Background: an optimization exercise with open tools, aiming at small area, a short achievable clock period and few clock cycles. Do not read the settings as production practice.
In this exercise RTL edits were held to simulation tests only and were not proved equivalent to the original.
Power and IR drop assume default switching activity.

==> run P: inputs <==
==> flow/design.v <==
`default_nettype none
package kbl_pkg;
    localparam int K      = 16;
    localparam int ID_W   = 32;
    localparam int COST_W = 32;
    localparam int KEY_W  = COST_W + ID_W;    
    localparam int PHY_W  = 4;                
    localparam int RANK_W = 4;                
    localparam int TAG_W  = PHY_W + RANK_W;
    localparam logic [1:0] MODE_INSERT = 2'd0;
    localparam logic [1:0] MODE_UPDATE = 2'd1;
    localparam logic [1:0] MODE_READ   = 2'd2;
endpackage
`default_nettype wire
`default_nettype none
module kbl_slot_mem (
    input  wire logic                                  i_clk,
    input  wire logic                                  i_rst_n,
    input  wire logic [kbl_pkg::K-1:0]                 i_we,
    input  wire logic [kbl_pkg::KEY_W-1:0]             i_wdata,
    output logic      [kbl_pkg::K*kbl_pkg::KEY_W-1:0]  o_ent
);
    logic [kbl_pkg::KEY_W-1:0] r_ent [0:kbl_pkg::K-1];
    logic [kbl_pkg::KEY_W-1:0] w_d;
    assign w_d = i_rst_n ? i_wdata : '1;
    always_ff @(posedge i_clk) begin
        for (int e = 0; e < kbl_pkg::K; e++) begin
            if (i_we[e] || !i_rst_n) r_ent[e] <= w_d;
        end
    end
    always_comb begin
        for (int e = 0; e < kbl_pkg::K; e++) o_ent[e*kbl_pkg::KEY_W +: kbl_pkg::KEY_W] = r_ent[e];
    end
endmodule
`default_nettype wire
`default_nettype none
module k_best_list_insert (
    input  wire logic            i_clk,
    input  wire logic            i_rst_n,
    input  wire logic            in_valid,
    output logic                 in_ready,
    input  wire logic [1:0]      in_mode,
    input  wire logic [31:0]     in_item_id,
    input  wire logic [31:0]     in_item_cost,
    output logic                 out_valid,
    input  wire logic            out_ready,
    output logic [31:0]          out_id,
    output logic [31:0]          out_cost,
    output logic [31:0]          out_worst_cost,
    output logic                 out_last
);
    localparam int K  = kbl_pkg::K;
    localparam int KW = kbl_pkg::KEY_W;
    localparam int PW = kbl_pkg::PHY_W;
    localparam int RW = kbl_pkg::RANK_W;
    localparam int TW = PW + RW + 2;
    function automatic logic [1:0] cmp32(input logic [31:0] a, input logic [31:0] b);
        logic [31:0] lt, eq;
        for (int i = 0; i < 32; i++) begin
            lt[i] = !a[i] && b[i];
            eq[i] = !(a[i] ^ b[i]);
        end
        for (int w = 16; w >= 1; w = w / 2) begin
            for (int i = 0; i < w; i++) begin
                lt[i] = lt[2*i+1] || (eq[2*i+1] && lt[2*i]);
                eq[i] = eq[2*i+1] && eq[2*i];
            end
        end
        cmp32 = {lt[0], eq[0]};
    endfunction
    function automatic logic [1:0] cmpkey(input logic [63:0] a, input logic [63:0] b);
        logic [1:0] c_cost, c_id;
        c_cost = cmp32(a[63:32], b[63:32]);
        c_id   = cmp32(a[31:0],  b[31:0]);
        cmpkey = {c_cost[1] || (c_cost[0] && c_id[1]), c_id[0]};
    endfunction
    function automatic logic [4:0] addn(input logic [3:0] x, input logic [3:0] y, input int n);
        logic c;
        c = 1'b0;
        addn = '0;
        for (int i = 0; i < n; i++) begin
            addn[i] = x[i] ^ y[i] ^ c;
            c = (x[i] && y[i]) || (c && (x[i] ^ y[i]));
        end
        addn[n] = c;
    endfunction
    function automatic logic [2:0] popcount4(input logic [3:0] v);
        popcount4 = {2'd0, v[0]} + {2'd0, v[1]} + {2'd0, v[2]} + {2'd0, v[3]};
    endfunction
    function automatic logic [4:0] inc5(input logic [4:0] v);
        logic c;
        c = 1'b1;
        for (int i = 0; i < 5; i++) begin
            inc5[i] = v[i] ^ c;
            c = c && v[i];
        end
    endfunction
    function automatic logic [4:0] dec5(input logic [4:0] v);
        logic b;
        b = 1'b1;
        for (int i = 0; i < 5; i++) begin
            dec5[i] = v[i] ^ b;
            b = b && !v[i];
        end
    endfunction
    logic        r_a_valid;
    logic [1:0]  r_a_mode;
    logic [31:0] r_a_id;
    logic [31:0] r_a_cost;
    logic        r_c_valid;
    logic [1:0]  r_c_mode;
    logic [31:0] r_c_id;
    logic [31:0] r_c_cost;
    logic [K:1]  r_c_bw;      
    logic [K:1]  r_c_mt;      
    logic        r_c_upd;     
    logic [2:0]  r_c_cnt [0:3];  
    logic        r_c_cinc;    
    logic        r_c_cdec;    
    logic [PW-1:0] r_lp [1:K];      
    logic [RW-1:0]   r_lr [1:K];      
    logic [31:0]   r_worst;         
    logic [31:0]   r_worst_id;      
    logic [3:0]    r_ptr;           
    logic        r_out_valid;
    logic        r_out_last;
    logic [31:0] r_out_id;
    logic [31:0] r_out_cost;
    logic [K-1:0]    w_we;
    logic [K*KW-1:0] w_ent_flat;
    logic [KW-1:0]   w_ent [0:K-1];
    logic [KW-1:0]   w_c_key;
    logic [KW-1:0]   w_a_key;
    assign w_c_key = {r_c_cost, r_c_id};
    assign w_a_key = {r_a_cost, r_a_id};
    kbl_slot_mem u_mem (
        .i_clk   (i_clk),
        .i_rst_n (i_rst_n),
        .i_we    (w_we),
        .i_wdata (w_c_key),
        .o_ent   (w_ent_flat)
    );
    always_comb begin
        for (int e = 0; e < K; e++) w_ent[e] = w_ent_flat[e*KW +: KW];
    end
    logic w_out_free, w_go, w_is_read, w_is_pass, w_c_free, w_a_move, w_do_pass;
    assign w_out_free = !r_out_valid || out_ready;
    assign w_go       = r_c_valid && w_out_free;
    assign w_is_read  = (r_c_mode == kbl_pkg::MODE_READ);
    assign w_is_pass  = (r_c_mode == kbl_pkg::MODE_INSERT) || (r_c_mode == kbl_pkg::MODE_UPDATE);
    assign w_c_free   = !r_c_valid || (w_out_free && (!w_is_read || (r_ptr == 4'd0)));
    assign w_a_move   = r_a_valid && w_c_free;
    assign in_ready   = !r_a_valid || w_c_free;
    assign w_do_pass  = w_go && w_is_pass;
    logic [PW-1:0] w_raddr;
    logic [KW-1:0] w_rdata;
    always_comb begin
        w_raddr = '0;
        for (int k = 1; k <= K; k++) begin
            if (w_is_read ? (r_ptr == 4'(k - 1)) : (k == 1)) w_raddr = w_raddr | r_lp[k];
        end
        w_rdata = w_ent[w_raddr];
    end
    logic [K-1:0] w_a_bwp, w_a_mp;    
    logic [K:1]   w_a_bw, w_a_mt;     
    logic [1:0]   w_a_prev;           
    logic [2:0]   w_a_cnt [0:3];      
    always_comb begin
        logic [1:0] c;
        for (int e = 0; e < K; e++) begin
            c = cmpkey(w_a_key, w_ent[e]);
            w_a_bwp[e] = c[1];
            w_a_mp[e]  = c[0];
        end
        for (int k = 1; k <= K; k++) begin
            w_a_bw[k] = w_a_bwp[r_lp[k]];
            w_a_mt[k] = w_a_mp[r_lp[k]];
        end
        w_a_prev = cmpkey(w_a_key, w_c_key);
        for (int i = 0; i < 4; i++) w_a_cnt[i] = popcount4(~w_a_bwp[4*i +: 4]);
    end
    logic [K:1]     w_mtb;          
    logic           w_upd;          
    logic           w_found;        
    logic [K:1]     w_soh;          
    logic [K:1]     w_part;         
    logic [K:1]     w_rec;          
    logic           w_bf [1:K][1:K];  
    logic [K:1]     w_dn;           
    logic [K:1]     w_up;           
    logic [PW-1:0]  w_ps;           
    logic [PW-1:0]  w_pw;           
    logic [K:1]     w_sub;          
    logic [RW-1:0]    w_rr [1:K];     
    logic [RW-1:0]    w_rrw;
    logic [4:0]     w_cnt;
    logic [TW-1:0]  w_tag [1:K];
    logic [TW-1:0]  w_tagw;
    logic [TW-1:0]  w_ctag [1:K];   
    logic [TW-1:0]  w_ntag [1:K];
    logic [K:1]     w_csw;          
    logic [K:1]     w_nw;           
    logic [RW-1:0]    w_nrank [1:K];
    logic [K:1]     w_after;        
    logic           w_ok;
    logic           w_bws;
    always_comb begin
        for (int j = 1; j <= K; j++) begin
            w_bf[j][j] = 1'b0;
            for (int k = j + 1; k <= K; k++) begin
                w_bf[j][k] = r_lr[j] < r_lr[k];
                w_bf[k][j] = !w_bf[j][k];
            end
        end
        w_upd = r_c_upd;
        w_mtb[1] = 1'b0;
        for (int k = 2; k <= K; k++) w_mtb[k] = w_mtb[k-1] || r_c_mt[k-1];
        w_found = w_upd && (w_mtb[K] || r_c_mt[K]);
        for (int k = 1; k <= K; k++) begin
            w_soh[k]  = w_upd && r_c_mt[k] && !w_mtb[k];
            w_part[k] = !w_found || w_mtb[k];
        end
        for (int k = 1; k <= K; k++) begin
            w_ok = w_part[k] && !r_c_bw[k];
            for (int j = 1; j < k; j++) w_ok = w_ok && (!w_part[j] || w_bf[k][j]);
            w_rec[k] = w_ok;
        end
        w_ps  = '0;
        w_bws = 1'b0;
        for (int k = 1; k <= K; k++) begin
            w_ps  = w_ps | (w_soh[k] ? r_lp[k] : '0);
            w_bws = w_bws || (w_soh[k] && r_c_bw[k]);
        end
        w_pw = w_found ? w_ps : r_lp[1];
        w_cnt = addn(addn({1'b0, r_c_cnt[0]}, {1'b0, r_c_cnt[1]}, 3),
                     addn({1'b0, r_c_cnt[2]}, {1'b0, r_c_cnt[3]}, 3), 4);
        case ({r_c_cinc, r_c_cdec, w_found && !w_bws})
            3'b100:  w_rrw = RW'(inc5(w_cnt));
            3'b000,
            3'b110,
            3'b101:  w_rrw = RW'(w_cnt);
            3'b111,
            3'b010,
            3'b001:  w_rrw = RW'(dec5(w_cnt));
            default: w_rrw = RW'(dec5(dec5(w_cnt)));
        endcase
        for (int k = 1; k <= K; k++) begin
            w_sub[k] = 1'b0;
            for (int j = 1; j <= K; j++) begin
                if (j != k) w_sub[k] = w_sub[k] || (w_soh[j] && w_bf[j][k]);
            end
            w_up[k] = r_c_bw[k] && (w_found || r_c_bw[1]);
            w_dn[k] = !w_found && r_c_bw[1] && w_bf[1][k];
            case ({w_up[k], w_sub[k], w_dn[k]})
                3'b100:  w_rr[k] = RW'(inc5({1'b0, r_lr[k]}));
                3'b000,
                3'b110,
                3'b101:  w_rr[k] = r_lr[k];
                3'b111,
                3'b010,
                3'b001:  w_rr[k] = RW'(dec5({1'b0, r_lr[k]}));
                default: w_rr[k] = RW'(dec5(dec5({1'b0, r_lr[k]})));
            endcase
        end
        for (int k = 1; k <= K; k++) w_tag[k] = {r_lp[k], w_rr[k], w_a_bw[k], w_a_mt[k]};
        w_tagw = {w_pw, (RW)'(0), w_a_prev[1], w_a_prev[0]};
        for (int m = 1; m <= K; m++) begin
            w_after = '0;
            for (int j = m - 1; j >= 1; j--) w_after[j] = w_after[j+1] || w_rec[j+1];
            w_csw[m]  = !(w_rec[1] || w_after[1]);
            w_ctag[m] = w_csw[m] ? w_tagw : '0;
            for (int j = 1; j <= m; j++) begin
                w_ctag[m] = w_ctag[m] | ((w_rec[j] && !w_after[j]) ? w_tag[j] : '0);
            end
        end
        for (int m = 1; m < K; m++) begin
            w_ntag[m] = (!w_part[m] && !w_soh[m]) ? w_tag[m]
                      : (w_rec[m+1] ? w_ctag[m] : w_tag[m+1]);
            w_nw[m]   = (w_part[m] || w_soh[m]) && w_rec[m+1] && w_csw[m];
        end
        w_ntag[K] = w_ctag[K];
        w_nw[K]   = w_csw[K];
        for (int m = 1; m <= K; m++) begin
            w_nrank[m] = w_nw[m] ? w_rrw : w_ntag[m][TW-PW-1 -: RW];
        end
    end
    logic w_we_any;     
    logic w_a_bws;      
    always_comb begin
        w_we_any = w_do_pass && (w_found || !w_rec[1]);
        w_we = '0;
        if (w_we_any) w_we[w_pw] = 1'b1;
        w_a_bws = 1'b0;
        for (int k = 1; k <= K; k++) w_a_bws = w_a_bws || (w_soh[k] && w_a_bw[k]);
    end
    always_ff @(posedge i_clk) begin
        if (!i_rst_n) begin
            r_a_valid   <= 1'b0;
            r_c_valid   <= 1'b0;
            r_out_valid <= 1'b0;
            r_ptr       <= 4'd15;
            r_worst     <= '1;
            r_worst_id  <= '1;
            for (int k = 1; k <= K; k++) begin
                r_lp[k] <= PW'(k - 1);
                r_lr[k] <= (RW)'(k - 1);
            end
        end else begin
            if (in_ready) r_a_valid <= in_valid;
            if (w_c_free) r_c_valid <= r_a_valid;
            if (w_out_free) r_out_valid <= w_go;
            if (w_go && w_is_read) r_ptr <= r_ptr - 4'd1;
            if (w_do_pass) begin
                if (!w_found) begin
                    r_worst    <= w_rec[1] ? r_c_cost : w_rdata[63:32];
                    r_worst_id <= w_rec[1] ? r_c_id   : w_rdata[31:0];
                end
                for (int k = 1; k <= K; k++) begin
                    r_lp[k] <= w_ntag[k][TW-1 -: PW];
                    r_lr[k] <= w_nrank[k];
                end
            end
        end
        if (in_ready && in_valid) begin
            r_a_mode <= in_mode;
            r_a_id   <= in_item_id;
            r_a_cost <= in_item_cost;
        end
        if (w_a_move) begin
            r_c_mode <= r_a_mode;
            r_c_id   <= r_a_id;
            r_c_cost <= r_a_cost;
            for (int k = 1; k <= K; k++) begin
                r_c_bw[k] <= w_do_pass ? w_ntag[k][1] : w_a_bw[k];
                r_c_mt[k] <= w_do_pass ? w_ntag[k][0] : w_a_mt[k];
            end
            r_c_upd  <= (r_a_mode == kbl_pkg::MODE_UPDATE) &&
                        !((w_do_pass && !w_found) ? (w_rec[1] ? w_a_prev[0] : w_a_mt[1])
                                                  : (r_a_id == r_worst_id));
            for (int i = 0; i < 4; i++) r_c_cnt[i] <= w_a_cnt[i];
            r_c_cinc <= w_we_any && !w_a_prev[1];
            r_c_cdec <= w_we_any && !(w_found ? w_a_bws : w_a_bw[1]);
        end
        if (w_go) begin
            r_out_last <= !w_is_read || (r_ptr == 4'd0);
            r_out_id   <= w_is_read ? w_rdata[31:0]  : 32'd0;
            r_out_cost <= w_is_read ? w_rdata[63:32] : 32'd0;
        end
    end
    assign out_valid      = r_out_valid;
    assign out_id         = r_out_id;
    assign out_cost       = r_out_cost;
    assign out_worst_cost = r_worst;
    assign out_last       = r_out_last;
endmodule
`default_nettype wire
==> flow/run.sh <==
#!/bin/bash
# synth_recipe.tcl (not shown) runs the flow's synth.tcl, then flattens the netlist and writes it again
# the make line also repeats each setting of config.mk as NAME=value (left out here)
make -C /OpenROAD-flow-scripts/flow DESIGN_CONFIG=/design/flow/config.mk WORK_HOME=/design/flow/orfs CLKGATE_MAP_FILE= SYNTH_SCRIPT=/design/flow/synth_recipe.tcl finish
==> flow/config.mk <==
export PLATFORM = sky130hd
export DESIGN_NAME = k_best_list_insert
export DESIGN_NICKNAME = k_best_list_insert
export VERILOG_FILES = /design/flow/design.v
export SDC_FILE = /design/flow/constraint.sdc
export NUM_CORES = 4
export LEC_CHECK = 0
export ABC_AREA = 1
export CAP_MARGIN = 20
export CORE_MARGIN = 2
export CORE_UTILIZATION = 55
export SETUP_SLACK_MARGIN = 3
export SLEW_MARGIN = 20
==> flow/constraint.sdc <==
create_clock -name core_clock -period 8.0 [get_ports {i_clk}]
set_input_delay 1.6000 -clock core_clock [delete_from_list [all_inputs] [get_ports {i_clk}]]
set_output_delay 1.6000 -clock core_clock [all_outputs]
set_load 0.01 [all_outputs]
==> inputs of run C, as changes to run P <==
--- a/flow/design.v
+++ b/flow/design.v
@@ -157,7 +157,7 @@
     always_comb begin
         w_raddr = '0;
         for (int k = 1; k <= K; k++) begin
-            if (w_is_read ? (r_ptr == 4'(k - 1)) : (k == 1)) w_raddr = w_raddr | r_lp[k];
+            if (r_ptr == 4'(k - 1)) w_raddr = w_raddr | r_lp[k];
         end
         w_rdata = w_ent[w_raddr];
     end
@@ -298,7 +298,7 @@
             r_a_valid   <= 1'b0;
             r_c_valid   <= 1'b0;
             r_out_valid <= 1'b0;
-            r_ptr       <= 4'd15;
+            r_ptr       <= 4'd0;
             r_worst     <= '1;
             r_worst_id  <= '1;
             for (int k = 1; k <= K; k++) begin
@@ -309,7 +309,8 @@
             if (in_ready) r_a_valid <= in_valid;
             if (w_c_free) r_c_valid <= r_a_valid;
             if (w_out_free) r_out_valid <= w_go;
-            if (w_go && w_is_read) r_ptr <= r_ptr - 4'd1;
+            if (w_a_move && (r_a_mode == kbl_pkg::MODE_READ)) r_ptr <= 4'd15;
+            else if (w_go && w_is_read && (r_ptr != 4'd0))   r_ptr <= r_ptr - 4'd1;
             if (w_do_pass) begin
                 if (!w_found) begin
                     r_worst    <= w_rec[1] ? r_c_cost : w_rdata[63:32];
- TNS_END_PERCENT: not set -> 10
==> notes.md <==
item                                                run C       run P
Status                           timing/DRC/antenna clean  timing/DRC/antenna clean
Met3 Resource Use GR                                0.235       0.190
Register share of total power                       0.376       0.387
Number of multi-input combinational cells            9136        9316
Skew-Pair Late Insertion Delay                    0.96 ns     0.87 ns
Total instance count after detailed placement       14726       14888
Power consumption                                 24.0 mW     23.4 mW
Layout area overhead                                25.3%       23.7%
First drt pass iteration count                         20          13
Final critical-path share of the clock period       0.756       0.682
Starting utilization of the core area               0.554       0.555
Non-clock buffering overhead                       0.0943      0.0856
Crit path buf inv count                                 9          10
Met1 Wirelength                                 184000 µm   184000 µm
Clock period minus final worst setup slack        6.04 ns     5.46 ns
Area taken by multi-input logic gates           63900 µm²   63700 µm²
Testbench counts of run P, summed over its fixed seeds: cycles 4,292.
Testbench counts of run C, summed over its fixed seeds: cycles 4,292.

static timing again, ports no longer ideal:
The flow's constraints put no driver on any port. The routed layouts listed below were extracted and timed again, unchanged, in two steps. Step 1 assumes that a clkbuf_16 drives the clock port and a buf_2 every other input. Step 2 adds t to the input delays and takes it off the output delays; t is the mean of the earliest and latest rising clock arrival at the registers after step 1. Input paths then give back, and output paths get back, about the clock's delay inside the block. a / b / c = ideal ports / drivers / drivers and shift; a / b = the first two.
run	t, ns	setup WS [ns]	worst setup path after step 2	cell pins on the clock port's net
run P	0.944	2.544 / 2.544 / 2.238	input to register	1
run C	1.031	1.956 / 1.956 / 1.956	register to register	1
After both steps setup and hold are still met in every run listed. The setup slack of run P, which loses most, moves by 0.000 ns with the drivers and by -0.306 ns with both steps.
